Source: an optimization exercise on an open RTL-to-GDS flow (aim: small area). Production flows keep margins and buffers that such runs may drop. The RTL was checked by simulation tests, not by an equivalence proof against the original design.

Design cam_if_top, start of the top module:
module cam_if_top (
    input  logic                   s_cam_clk_dft,
    input  logic                   rstn_i,
    input  logic                   cfg_valid_i,
    input  logic                   cfg_rwn_i,
    input  cam_cfg_pkg::cfg_addr_e cfg_addr_i,
    input  cam_cfg_pkg::cfg_word_t cfg_data_i,
    output cam_cfg_pkg::cfg_word_t cfg_data_o,
    output logic                   cfg_ready_o,
    input  cam_pix_pkg::pix_byte_t cam_data_i,
    input  logic                   cam_hsync_i,
    input  logic                   cam_vsync_i,
    output cam_pix_pkg::out_word_t data_o,
    output logic                   data_valid_o,
    input  logic                   data_ready_i,
    output logic                   frame_evt_o
);
For scale: ~2400 cells after synthesis, ~320 flip-flops, ~120 I/O pins, ~20000 sq um of cells after synthesis.
==> flow/config.mk <==
export PLATFORM = sky130hd
export DESIGN_NAME = cam_if_top
export DESIGN_NICKNAME = cam_if_top
export VERILOG_FILES = /design/flow/design.v
export SDC_FILE = /design/flow/constraint.sdc
export NUM_CORES = 4
export LEC_CHECK = 0
export ABC_AREA = 1
export CAP_MARGIN = 20
export CORE_MARGIN = 2
export CORE_UTILIZATION = 60
export CTS_CLUSTER_DIAMETER = 100
export CTS_CLUSTER_SIZE = 24
export SLEW_MARGIN = 20
==> flow/constraint.sdc <==
create_clock -name core_clock -period 8.0 [get_ports {s_cam_clk_dft}]
set_input_delay 1.6000 -clock core_clock [delete_from_list [all_inputs] [get_ports {s_cam_clk_dft}]]
set_output_delay 1.6000 -clock core_clock [all_outputs]
set_load 0.01 [all_outputs]
standard.sh (not shown) runs the stock make flow with config.mk's settings and CLKGATE_MAP_FILE= SYNTH_SCRIPT=/design/flow/synth_recipe.tcl, a recipe that flattens the netlist after the stock synthesis.
==> flow/flow/run.sh <==
#!/bin/bash
set -euo pipefail
export BUFFER_PORTS_ARGS="-buffer_cell sky130_fd_sc_hd__buf_1"
export CTS_ARGS="-sink_clustering_enable -repair_clock_nets -dont_use_dummy_load -sink_clustering_size 24 -sink_clustering_max_diameter 100"
bash standard.sh > flow_make.log 2>&1
Change:
==> flow/run.sh (new file) <==
#!/bin/bash
# synth_recipe.tcl (not shown) runs the flow's synth.tcl, then flattens the netlist and writes it again
# the make line also repeats each setting of config.mk as NAME=value (left out here)
make -C /OpenROAD-flow-scripts/flow DESIGN_CONFIG=/design/flow/config.mk WORK_HOME=/design/flow/orfs CLKGATE_MAP_FILE= SYNTH_SCRIPT=/design/flow/synth_recipe.tcl finish
Settings changed: CAP_MARGIN 20 to 0, GPL_TIMING_DRIVEN from default to 0, SLEW_MARGIN 20 to 0.
removed: flow/flow/run.sh
removed: flow/standard.sh
What happened: Die area stays the same. Cell area is higher by 4.3%. Routed wire length rose by 7.3%.

* * *

build 6:
Another version of the RTL of cam_if_top (not shown whole).
For scale: ~18000 um2 of cells after synthesis.
Settings: LEC_CHECK=0, ABC_AREA=1, CAP_MARGIN=20, CORE_MARGIN=2, CORE_UTILIZATION=60, CTS_CLUSTER_DIAMETER=100, CTS_CLUSTER_SIZE=24, SLEW_MARGIN=20; clock period 8.0 ns.
==> flow/flow/run.sh <==
#!/bin/bash
set -euo pipefail
here="$PWD"
mk() { make -s -C "$FLOW_HOME" DESIGN_CONFIG="$here/config.mk" WORK_HOME="$here/orfs" "$@"; }
dont_use=$(mk print-DONT_USE_CELLS | sed 's/^DONT_USE_CELLS *[:=] *//')
lib=$(mk print-LIB_FILES | sed 's/^LIB_FILES *[:=] *//' | awk '{print $1}')
echo "liberty: $lib" > restructure_lib.log
echo "dont use: $dont_use" >> restructure_lib.log
python3 flow/libfilter.py "$lib" "$here/restructure.lib" $dont_use >> restructure_lib.log 2>&1
mkdir -p "$here/restructure_work"
export RESTRUCT_LIB="$here/restructure.lib"
export RESTRUCT_DIR="$here/restructure_work"
export PRE_FLOORPLAN_TCL="$here/flow/restructure.tcl"
export BUFFER_PORTS_ARGS="-buffer_cell sky130_fd_sc_hd__buf_1"
export CTS_ARGS="-sink_clustering_enable -repair_clock_nets -dont_use_dummy_load -sink_clustering_size 24 -sink_clustering_max_diameter 100"
bash standard.sh > flow_make.log 2>&1
==> flow/flow/libfilter.py <==
#!/usr/bin/env python3
"""Copy a liberty file without the cells whose names are given: libfilter.py IN OUT NAME..."""
import re, sys
src, dst, drop = sys.argv[1], sys.argv[2], set(sys.argv[3:])
text = open(src).read()
out = []
pos = 0
for m in re.finditer(r'\n\s*cell\s*\(\s*"?([\w]+)"?\s*\)\s*\{', text):
    if m.start() < pos:
        continue
    if m.group(1) not in drop:
        continue
    # find the matching closing brace
    depth, i = 0, m.end() - 1
    while True:
        c = text[i]
        if c == '{':
            depth += 1
        elif c == '}':
            depth -= 1
            if depth == 0:
                break
        i += 1
    out.append(text[pos:m.start()])
    pos = i + 1
out.append(text[pos:])
open(dst, 'w').write(''.join(out))
==> flow/flow/restructure.tcl <==
# Run before floorplanning (PRE_FLOORPLAN_TCL): re-map the synthesized
# combinational logic for area with OpenROAD's restructure (ABC). Registers are
# not touched. The liberty file given to ABC is the platform's without its
# don't-use cells.
restructure -target area \
  -liberty_file $::env(RESTRUCT_LIB) \
  -tielo_port sky130_fd_sc_hd__conb_1/LO \
  -tiehi_port sky130_fd_sc_hd__conb_1/HI \
  -work_dir $::env(RESTRUCT_DIR) \
  -abc_logfile $::env(RESTRUCT_DIR)/abc.log
report_design_area
Build 6 is listed as incomplete: the tool reported an error in floorplan (2_1_floorplan) and the run ended there.
#### Input delta (trial 78 over build 6)
--- a/flow/flow/run.sh
+++ b/flow/flow/run.sh
@@ -13 +13 @@
-export PRE_FLOORPLAN_TCL="$here/flow/restructure.tcl"
+export POST_FLOORPLAN_TCL="$here/flow/restructure.tcl"
--- a/flow/flow/restructure.tcl
+++ b/flow/flow/restructure.tcl
@@ -1 +1 @@
-# Run before floorplanning (PRE_FLOORPLAN_TCL): re-map the synthesized
+# Run at the end of floorplanning (POST_FLOORPLAN_TCL): re-map the synthesized
[summary]
- Going from build 6 to trial 78, synthesized area per cell shrank by a few percent.
- Horizontal die dimension ended up 3.7% higher on trial 78 than on build 6.
- Per the comparison of trial 78 with build 6, floorplan die height higher; row count now sits higher; starting density of the core increased 0.33 points.
- Relative to build 6, trial 78 degrades post-synthesis instance area.
- Build 6 did not make it past floorplan (2_1_floorplan), where a tool error ended it.
- Trial 78: PASS, flow complete, no timing, DRC or antenna violations
- In the tables for trial 78 and build 6, instance count of the mapped netlist reads lower with build 6.

-- port drivers added, routing unchanged --
The results above use ideal ports. As a check the final layouts listed here were re-extracted and re-timed, cells and wires unchanged.
Step 1 (the two cells are an assumption about what drives the block):
set clk [get_ports {s_cam_clk_dft}]
set_driving_cell -lib_cell sky130_fd_sc_hd__clkbuf_16 $clk
set_driving_cell -lib_cell sky130_fd_sc_hd__buf_2 [delete_from_list [all_inputs] $clk]
Step 2 adds t to the input delays and takes it off the output delays; t is the mean of the earliest and latest rising clock arrival at the registers after step 1. Input paths then give back, and output paths get back, about the clock's delay inside the block.
a / b / c = ideal ports / drivers / drivers and shift; a / b = the first two.
run | t (ns) | setup slack, ns | worst hold slack (ns) | clock arrival spread, ns
the first run of note 1 | 0.556 | 0.249 / 0.249 / 0.249 | 0.361 / 0.361 / 0.361 | 0.083 / 0.082
the second run of note 1 | 0.566 | 0.150 / 0.150 / 0.150 | 0.357 / 0.357 / 0.357 | 0.020 / 0.020
trial 78 | 0.563 | 1.088 / 1.088 / 1.088 | 0.364 / 0.364 / 0.364 | 0.090 / 0.090
After both steps every run listed still meets setup and hold.
